This design comes from an exercise in tuning for small area, a short achievable clock period and few clock cycles per item on the open sky130 flow, not from production work.
RTL that was checked went through simulation tests only; none was proved equivalent to the original.

==> juniper: inputs <==
Design rgb_cmyk_color_converter_core, start of the top module:
module rgb_cmyk_color_converter_core (
  input  logic             clk_i,
  input  logic             rst_ni,
  input  logic             start_i,
  output logic             busy_o,
  input  logic [REQ_W-1:0] req_i,
  output logic             done_o,
  output logic [RES_W-1:0] res_o
);
export LEC_CHECK = 0
export CAP_MARGIN = 20
export CORE_MARGIN = 2
export CORE_UTILIZATION = 40
export SLEW_MARGIN = 20
create_clock -name core_clock -period 8.0 [get_ports {clk_i}]
run.sh (not shown) runs the stock make flow with config.mk's settings and CLKGATE_MAP_FILE= SYNTH_SCRIPT=/design/flow/synth_recipe.tcl, a recipe that flattens the netlist after the stock synthesis.
==> ember (differences from juniper) <==
--- a/flow/design.v
+++ b/flow/design.v
@@ -176,73 +176,72 @@
 import rcc_pkg::*;
 module rcc_front_a (
   input  logic [REQ_W-1:0] req_i,
   output logic [1:0]       mode_o,
   output logic             bad_o,
-  output logic [2:0][7:0]  rgb_o,
-  output logic [2:0]       ge_o,     
-  output logic [2:0]       sh_o,
+  output logic [2:0][7:0]  rgbn_o,    
+  output logic [7:0]       dn_o,      
+  output logic [7:0]       u_o,
   output logic [2:0][13:0] x_o,
   output logic [13:0]      y_o
 );
   logic [1:0]       req_type;
   logic [2:0][7:0]  rgb;
   logic [2:0][13:0] cmy;
   logic [13:0]      black_in;
-  logic [7:0]       any;
+  logic [7:0]       mx, any, den;
+  logic [2:0]       sh;
   logic             cmy_over, k_over;
   assign {req_type, rgb[0], rgb[1], rgb[2], cmy[0], cmy[1], cmy[2], black_in} = req_i;
   always_comb begin
     cmy_over = (cmy[0] > FULL_SCALE) || (cmy[1] > FULL_SCALE) || (cmy[2] > FULL_SCALE);
     k_over   = black_in > FULL_SCALE;
     mode_o = req_type;
     bad_o  = ((req_type == MODE_CMYK2RGB) && (cmy_over || k_over)) ||
              ((req_type == MODE_CMY2RGB) && cmy_over);
-    rgb_o  = rgb;
-    ge_o   = {rgb[0] >= rgb[1], rgb[0] >= rgb[2], rgb[1] >= rgb[2]};
+    if ((rgb[0] >= rgb[1]) && (rgb[0] >= rgb[2])) mx = rgb[0];
+    else if (rgb[1] >= rgb[2])                     mx = rgb[1];
+    else                                           mx = rgb[2];
     any = (req_type == MODE_RGB2CMYK) ? (rgb[0] | rgb[1] | rgb[2]) : 8'hff;
     casez (any)
-      8'b1???????: sh_o = 3'd0;
-      8'b01??????: sh_o = 3'd1;
-      8'b001?????: sh_o = 3'd2;
-      8'b0001????: sh_o = 3'd3;
-      8'b00001???: sh_o = 3'd4;
-      8'b000001??: sh_o = 3'd5;
-      8'b0000001?: sh_o = 3'd6;
-      default:     sh_o = 3'd7;
+      8'b1???????: sh = 3'd0;
+      8'b01??????: sh = 3'd1;
+      8'b001?????: sh = 3'd2;
+      8'b0001????: sh = 3'd3;
+      8'b00001???: sh = 3'd4;
+      8'b000001??: sh = 3'd5;
+      8'b0000001?: sh = 3'd6;
+      default:     sh = 3'd7;
     endcase
+    for (int l = 0; l < 3; l++) rgbn_o[l] = rgb[l] << sh;
+    if ((rgb[0] >= rgb[1]) && (rgb[0] >= rgb[2])) den = rgbn_o[0];
+    else if (rgb[1] >= rgb[2])                     den = rgbn_o[1];
+    else                                           den = rgbn_o[2];
+    dn_o = (req_type == MODE_RGB2CMYK) ? den : BYTE_MAX;
+    u_o = (req_type == MODE_RGB2CMYK) ? ~mx : 8'd0;
     for (int l = 0; l < 3; l++) x_o[l] = FULL_SCALE - cmy[l];
     y_o = (req_type == MODE_CMYK2RGB) ? FULL_SCALE - black_in : FULL_SCALE;
   end
 endmodule
 module rcc_front_b (
   input  logic [1:0]       mode_i,
-  input  logic [2:0][7:0]  rgb_i,
-  input  logic [2:0]       ge_i,
-  input  logic [2:0]       sh_i,
+  input  logic [2:0][7:0]  rgbn_i,
+  input  logic [7:0]       dn_i,
   input  logic [2:0][13:0] x_i,
   input  logic [13:0]      y_i,
-  output logic [2:0][13:0] a_o,
-  output logic [22:0]      b_o,
-  output logic [7:0]       u_o
+  output logic [2:0][7:0]  na_o,
+  output logic [2:0][13:0] xb_o,
+  output logic [22:0]      b_o
 );
-  logic [7:0]  mx, den, dn, n;
   logic [22:0] recip;
-  rcc_recip u_recip (.i_i(dn[6:0]), .r_o(recip));
+  rcc_recip u_recip (.i_i(dn_i[6:0] & {7{!mode_i[1]}}), .r_o(recip));
   always_comb begin
-    if (ge_i[2] && ge_i[1]) mx = rgb_i[0];
-    else if (ge_i[0])       mx = rgb_i[1];
-    else                    mx = rgb_i[2];
-    den = (mode_i == MODE_RGB2CMYK) ? mx : BYTE_MAX;
-    dn  = den << sh_i;
     for (int l = 0; l < 3; l++) begin
-      n = den - rgb_i[l];
-      if (!mode_i[1]) a_o[l] = {6'b0, n << sh_i};
-      else            a_o[l] = x_i[l];
+      na_o[l] = mode_i[1] ? 8'd0 : dn_i - rgbn_i[l];
+      xb_o[l] = mode_i[1] ? x_i[l] : 14'd0;
     end
     b_o = mode_i[1] ? {9'b0, y_i} : recip;
-    u_o = (mode_i == MODE_RGB2CMYK) ? BYTE_MAX - mx : 8'd0;
   end
 endmodule
 import rcc_pkg::*;
 module rgb_cmyk_color_converter_core (
   input  logic             clk_i,
@@ -254,116 +253,117 @@
   output logic [RES_W-1:0] res_o
 );
   assign busy_o = 1'b0;
   logic [1:0]       f_mode;
   logic             f_bad;
-  logic [2:0][7:0]  f_rgb;
-  logic [2:0]       f_ge, f_sh;
+  logic [2:0][7:0]  f_rgbn;
+  logic [7:0]       f_dn, f_u;
   logic [2:0][13:0] f_x;
   logic [13:0]      f_y;
   rcc_front_a u_front_a (
     .req_i  (req_i),
     .mode_o (f_mode),
     .bad_o  (f_bad),
-    .rgb_o  (f_rgb),
-    .ge_o   (f_ge),
-    .sh_o   (f_sh),
+    .rgbn_o (f_rgbn),
+    .dn_o   (f_dn),
+    .u_o    (f_u),
     .x_o    (f_x),
     .y_o    (f_y)
   );
   logic             v1_q;
   logic [1:0]       mode1_q;
   logic             bad1_q;
-  logic [2:0][7:0]  rgb1_q;
-  logic [2:0]       ge1_q, sh1_q;
+  logic [2:0][7:0]  rgbn1_q;
+  logic [7:0]       dn1_q, u1_q;
   logic [2:0][13:0] x1_q;
   logic [13:0]      y1_q;
   always_ff @(posedge clk_i or negedge rst_ni) begin
     if (!rst_ni) v1_q <= 1'b0;
     else         v1_q <= start_i;
   end
   always_ff @(posedge clk_i) begin
     mode1_q <= f_mode;
     bad1_q  <= f_bad;
-    rgb1_q  <= f_rgb;
-    ge1_q   <= f_ge;
-    sh1_q   <= f_sh;
+    rgbn1_q <= f_rgbn;
+    dn1_q   <= f_dn;
+    u1_q    <= f_u;
     x1_q    <= f_x;
     y1_q    <= f_y;
   end
-  logic [2:0][13:0] g_a;
+  logic [2:0][7:0]  g_na;
+  logic [2:0][13:0] g_xb;
   logic [22:0]      g_b;
-  logic [7:0]       g_u;
   rcc_front_b u_front_b (
     .mode_i (mode1_q),
-    .rgb_i  (rgb1_q),
-    .ge_i   (ge1_q),
-    .sh_i   (sh1_q),
+    .rgbn_i (rgbn1_q),
+    .dn_i   (dn1_q),
     .x_i    (x1_q),
     .y_i    (y1_q),
-    .a_o    (g_a),
-    .b_o    (g_b),
-    .u_o    (g_u)
+    .na_o   (g_na),
+    .xb_o   (g_xb),
+    .b_o    (g_b)
   );
   logic             v2_q, isb2_q, bad2_q;
-  logic [2:0][13:0] a2_q;
+  logic [2:0][7:0]  na2_q;
+  logic [2:0][13:0] xb2_q;
   logic [22:0]      b2_q;
   logic [7:0]       u2_q;
   always_ff @(posedge clk_i or negedge rst_ni) begin
     if (!rst_ni) v2_q <= 1'b0;
     else         v2_q <= v1_q;
   end
   always_ff @(posedge clk_i) begin
     isb2_q <= mode1_q[1];
     bad2_q <= bad1_q;
-    a2_q   <= g_a;
+    na2_q  <= g_na;
+    xb2_q  <= g_xb;
     b2_q   <= g_b;
-    u2_q   <= g_u;
+    u2_q   <= u1_q;
   end
   logic [2:0][29:0] ps, pc;
-  logic [13:0]      black;
   for (genvar l = 0; l < 3; l++) begin : g_mul
-    rcc_mul u_mul (.isb_i(isb2_q), .a_i(a2_q[l]), .b_i(b2_q), .s_o(ps[l]), .c_o(pc[l]));
+    rcc_mul u_mul (.na(na2_q[l]), .xb(xb2_q[l]), .b_i(b2_q), .s_o(ps[l]), .c_o(pc[l]));
   end
-  rcc_black u_black (.u_i(u2_q), .k_o(black));
   logic             v3_q, isb3_q, bad3_q;
   logic [2:0][29:0] ps3_q, pc3_q;
-  logic [13:0]      black3_q;
+  logic [7:0]       u3_q;
   always_ff @(posedge clk_i or negedge rst_ni) begin
     if (!rst_ni) v3_q <= 1'b0;
     else         v3_q <= v2_q;
   end
   always_ff @(posedge clk_i) begin
-    isb3_q   <= isb2_q;
-    bad3_q   <= bad2_q;
-    ps3_q    <= ps;
-    pc3_q    <= pc;
-    black3_q <= black;
+    isb3_q <= isb2_q;
+    bad3_q <= bad2_q;
+    ps3_q  <= ps;
+    pc3_q  <= pc;
+    u3_q   <= u2_q;
   end
   logic [2:0][29:0] p;
   logic [2:0][7:0]  qh;
   for (genvar l = 0; l < 3; l++) begin : g_qest
     assign p[l] = ps3_q[l] + pc3_q[l];
     rcc_qest u_qest (.s_i(ps3_q[l][27:0]), .c_i(pc3_q[l][27:0]), .qh_o(qh[l]));
   end
   logic             v4_q, isb4_q, bad4_q;
   logic [2:0][29:0] p4_q;
   logic [2:0][7:0]  qh4_q;
-  logic [13:0]      black4_q;
+  logic [7:0]       u4_q;
   always_ff @(posedge clk_i or negedge rst_ni) begin
     if (!rst_ni) v4_q <= 1'b0;
     else         v4_q <= v3_q;
   end
   always_ff @(posedge clk_i) begin
     isb4_q   <= isb3_q;
     bad4_q   <= bad3_q;
     p4_q     <= p;
     qh4_q    <= qh;
-    black4_q <= black3_q;
+    u4_q     <= u3_q;
   end
   logic [2:0][7:0]  qb;
+  logic [13:0]      black;
   logic [RES_W-1:0] res_d, res_q;
+  rcc_black u_black (.u_i(u4_q), .k_o(black));
   logic             v5_q;
   for (genvar l = 0; l < 3; l++) begin : g_qfix
     rcc_div_stage u_qfix (.p_i(p4_q[l][26:0]), .qh_i(qh4_q[l]), .q_o(qb[l]));
   end
   always_comb begin
@@ -374,11 +374,11 @@
         if (!bad4_q) res_d[80 - 8*l -: 8] = qb[l];
       end else begin
         res_d[56 - 14*l -: 14] = p4_q[l][29:16];
       end
     end
-    res_d[14:1] = black4_q;
+    res_d[14:1] = black;
   end
   always_ff @(posedge clk_i or negedge rst_ni) begin
     if (!rst_ni) v5_q <= 1'b0;
     else         v5_q <= v4_q;
   end
@@ -620,20 +620,16 @@
   wire [26:0] k_c = {1'b1, k85, k83, k81, k79, k77, k75, k73, k71, k69, k67, k65, k63, k61, k59, k57, k55, k53, k51, k49, k47, 1'b1, u_i[1], u_i[0], 1'b0, 1'b0, 1'b1};
   wire [26:0] k = k_s + k_c;
   assign k_o = k[26:13];
 endmodule
 module rcc_mul (
-  input  logic        isb_i,
-  input  logic [13:0] a_i,
+  input  logic [7:0]  na,
+  input  logic [13:0] xb,
   input  logic [22:0] b_i,
   output logic [29:0] s_o,
   output logic [29:0] c_o
 );
-  logic [7:0]  na;
-  logic [13:0] xb;
-  assign na = a_i[7:0] & {8{!isb_i}};
-  assign xb = a_i & {14{isb_i}};
   wire pp0 = (na[0] & b_i[0]) | (xb[0] & b_i[0]);
   wire pp1 = (na[0] & b_i[1]) | (xb[0] & b_i[1]);
   wire pp2 = (na[1] & b_i[0]) | (xb[1] & b_i[0]);
   wire pp3 = (na[0] & b_i[2]) | (xb[0] & b_i[2]);
   wire pp4 = (na[1] & b_i[1]) | (xb[1] & b_i[1]);
- SETUP_SLACK_MARGIN: not set -> 4.0
==> notes <==
Between ember and juniper, the lower core utilization is in juniper (gap 1.9 points).
In sequential share of layout area, juniper and ember hardly differ.
Of juniper and ember, ember has the higher final area (gap about 4.4%, measured against ember).
In juniper the setup slack is worse than in ember, by 1.1 ns.
Of juniper and ember, ember has the higher maximum frequency (gap about 20%, measured against ember).
Die area: ember is larger than juniper (0.69%).
In ember the synthesized cell count is higher than in juniper, by about 2.7%.
Critical path depth: juniper is higher than ember (1).
==> figures <==
|  | ember | juniper |
|---|---|---|
| Drt total wl | 165000 microns | 165000 microns |
| Outcome | no timing/DRC/antenna violations | no timing/DRC/antenna violations |
| Portion of the post-synthesis area used by sequential elements | 0.212 | 0.205 |
| Cells after DPL | 8709 | 8538 |
| Post_cts resized | 147 | 0 |
| Critical Path RT | 8.59 ns | 8.53 ns |
| XOR/XNOR Fraction of Synth Area | 0.232 | 0.238 |
| Crit path max-delay cell type | sky130_fd_sc_hd__xor3_1 | sky130_fd_sc_hd__xor2_2 |
| Non-Clock Inverter Count | 377 | 389 |
| Bufs w/o clock | 341 | 239 |
| Post-Synth Adder-Cell Area | 0.190 | 0.196 |
| Highest clock frequency the design can meet | 238 MHz | 189 MHz |
| Total number of clock tree sinks | 594 | 573 |
| Minimum period implied by the final worst setup slack | 4.21 ns | 5.30 ns |
| Fraction of standard cell area in multi-input logic | 0.667 | 0.674 |
| Sum of met3 wire segment lengths after detailed routing | 10500 microns | 10100 microns |
| Async SR Flop Fraction | 0.00842 | 0.00873 |
Testbench counts of ember, summed over its fixed seeds: cycles 16,040, items 16,000.
Function not checked in juniper: the RTL went through the layout flow alone.

==> run a <==
rgb_cmyk_color_converter_core, a different RTL version from the one above (not shown whole).
==> flow/design.v (excerpt) <==
module rgb_cmyk_color_converter_core (
  input  logic             clk_i,
  input  logic             rst_ni,
  input  logic             start_i,
  output logic             busy_o,
  input  logic [REQ_W-1:0] req_i,
  output logic             done_o,
  output logic [RES_W-1:0] res_o
);
export LEC_CHECK = 0
export CAP_MARGIN = 20
export CORE_MARGIN = 2
export CORE_UTILIZATION = 40
export SETUP_SLACK_MARGIN = 4.0
export SLEW_MARGIN = 20
create_clock -name core_clock -period 8.0 [get_ports {clk_i}]
==> inputs of run b, as changes to run a <==
CORE_UTILIZATION = 55   (was 40)
==> inputs of run c, as changes to run a <==
CORE_UTILIZATION = 55   (was 40)
SETUP_SLACK_MARGIN = 4.3   (was 4.0)
==> summary of the runs <==
Sequential share of layout area: run b is higher than run a (0.26 points).
Fmax, lowest first: run a, run c, run b.
Run b produced a clean layout. Run c went through all stages and came out clean. Run a finished with timing, DRC and antenna clean.
Setup slack, highest first: run b, run c, run a.
The lowest final cell count belongs to run b, the highest to run a.
Between run b and run a, the lower core utilization is in run a (gap 17 points).
The lowest global-route usage belongs to run a, the highest to run c.
Of run a and run b, run a has the higher worst hold slack (gap 13 ps).
Testbench counts of run a, summed over its fixed seeds: cycles 16,040, items 16,000.
Testbench counts of run b, summed over its fixed seeds: cycles 16,040, items 16,000.
Testbench counts of run c, summed over its fixed seeds: cycles 16,040, items 16,000.

==> inputs of run R <==
RTL: one of the versions met above, not the one the previous note started from.
Settings: LEC_CHECK=0, CAP_MARGIN=20, CORE_MARGIN=2, CORE_UTILIZATION=40, SETUP_SLACK_MARGIN=3.6, SLEW_MARGIN=20; clock period 8.0 ns.
==> run M: changes against run R <==
--- a/flow/config.mk
+++ b/flow/config.mk
@@ -8,5 +8,5 @@
 export CAP_MARGIN = 20
 export CORE_MARGIN = 2
 export CORE_UTILIZATION = 40
-export SETUP_SLACK_MARGIN = 3.6
+export SETUP_SLACK_MARGIN = 4.6
 export SLEW_MARGIN = 20
==> qor summary <==
Grt met2 use: run R 35.3%; run M 37.5%
Endpoint of the worst hold path: run R u4_q[4]$_DFF_P_; run M u4_q[5]$_DFF_P_
Number of global-route vias before repair: run R 47,000; run M 48,600
Number of buffers outside the clock class in the layout: run R 295; run M 427
Result of the run: run R finished clean; run M finished clean
Reg2reg setup slack: run R 3560 ps; run M 3830 ps
WP data arrival: run R 4980 ps; run M 4720 ps
Proportion of layout cells with a drive suffix above 1: run R 6.91%; run M 13.9%
Wire length of the first global-routing pass: run R 254,000 µm; run M 266,000 µm
Final instance count without filler cells: run R 8,907; run M 9,044
Data buffer area share: run R 4.21%; run M 5.75%
Minimum period implied by the final worst setup slack: run R 4440 ps; run M 4170 ps
Layout overhead on the synthesized area: run R 12.2%; run M 18.5%
M3 GR Usage: run R 3.44%; run M 3.49%
Wire length on met1: run R 71,800 µm; run M 75,300 µm
Testbench counts of run R, summed over its fixed seeds: cycles 16,040, items 16,000.
Testbench counts of run M, summed over its fixed seeds: cycles 16,040, items 16,000.

port drivers added, routing unchanged:
Ports are ideal in the flow. The routed layouts listed here were re-timed in OpenROAD. Step 1 sets driving cells, clkbuf_16 on the clock port and buf_2 on the other inputs (assumed; they add their load-dependent delay and slew). Step 2, shift: input delay + t, output delay - t, t = (earliest + latest rising clock arrival at the registers) / 2. This alone moves slack from input paths to output paths. Slacks: no drivers / after step 1 / after step 2; pairs: no drivers / after step 1.
| run | shift t [ns] | setup slack, ns | latest minus earliest clock arrival (ns) | pins driven straight from the clock port |
|---|---|---|---|---|
| juniper | 0.738 | 2.698 / 2.698 / 2.698 | 0.031 / 0.031 | 1 |
| ember | 0.736 | 3.793 / 3.793 / 3.447 | 0.043 / 0.042 | 1 |
| run a | 0.746 | 3.844 / 3.844 / 3.413 | 0.036 / 0.035 | 1 |
| run b | 0.699 | 3.858 / 3.858 / 3.473 | 0.045 / 0.045 | 1 |
| run c | 0.692 | 3.851 / 3.851 / 3.767 | 0.035 / 0.036 | 1 |
| run R | 0.736 | 3.557 / 3.557 / 3.169 | 0.029 / 0.029 | 1 |
| run M | 0.760 | 3.825 / 3.825 / 3.825 | 0.036 / 0.037 | 1 |
After both steps every run listed still meets setup and hold. For run a, which loses most, drivers alone change the setup slack by 0.000 ns; drivers and shift together by -0.431 ns.
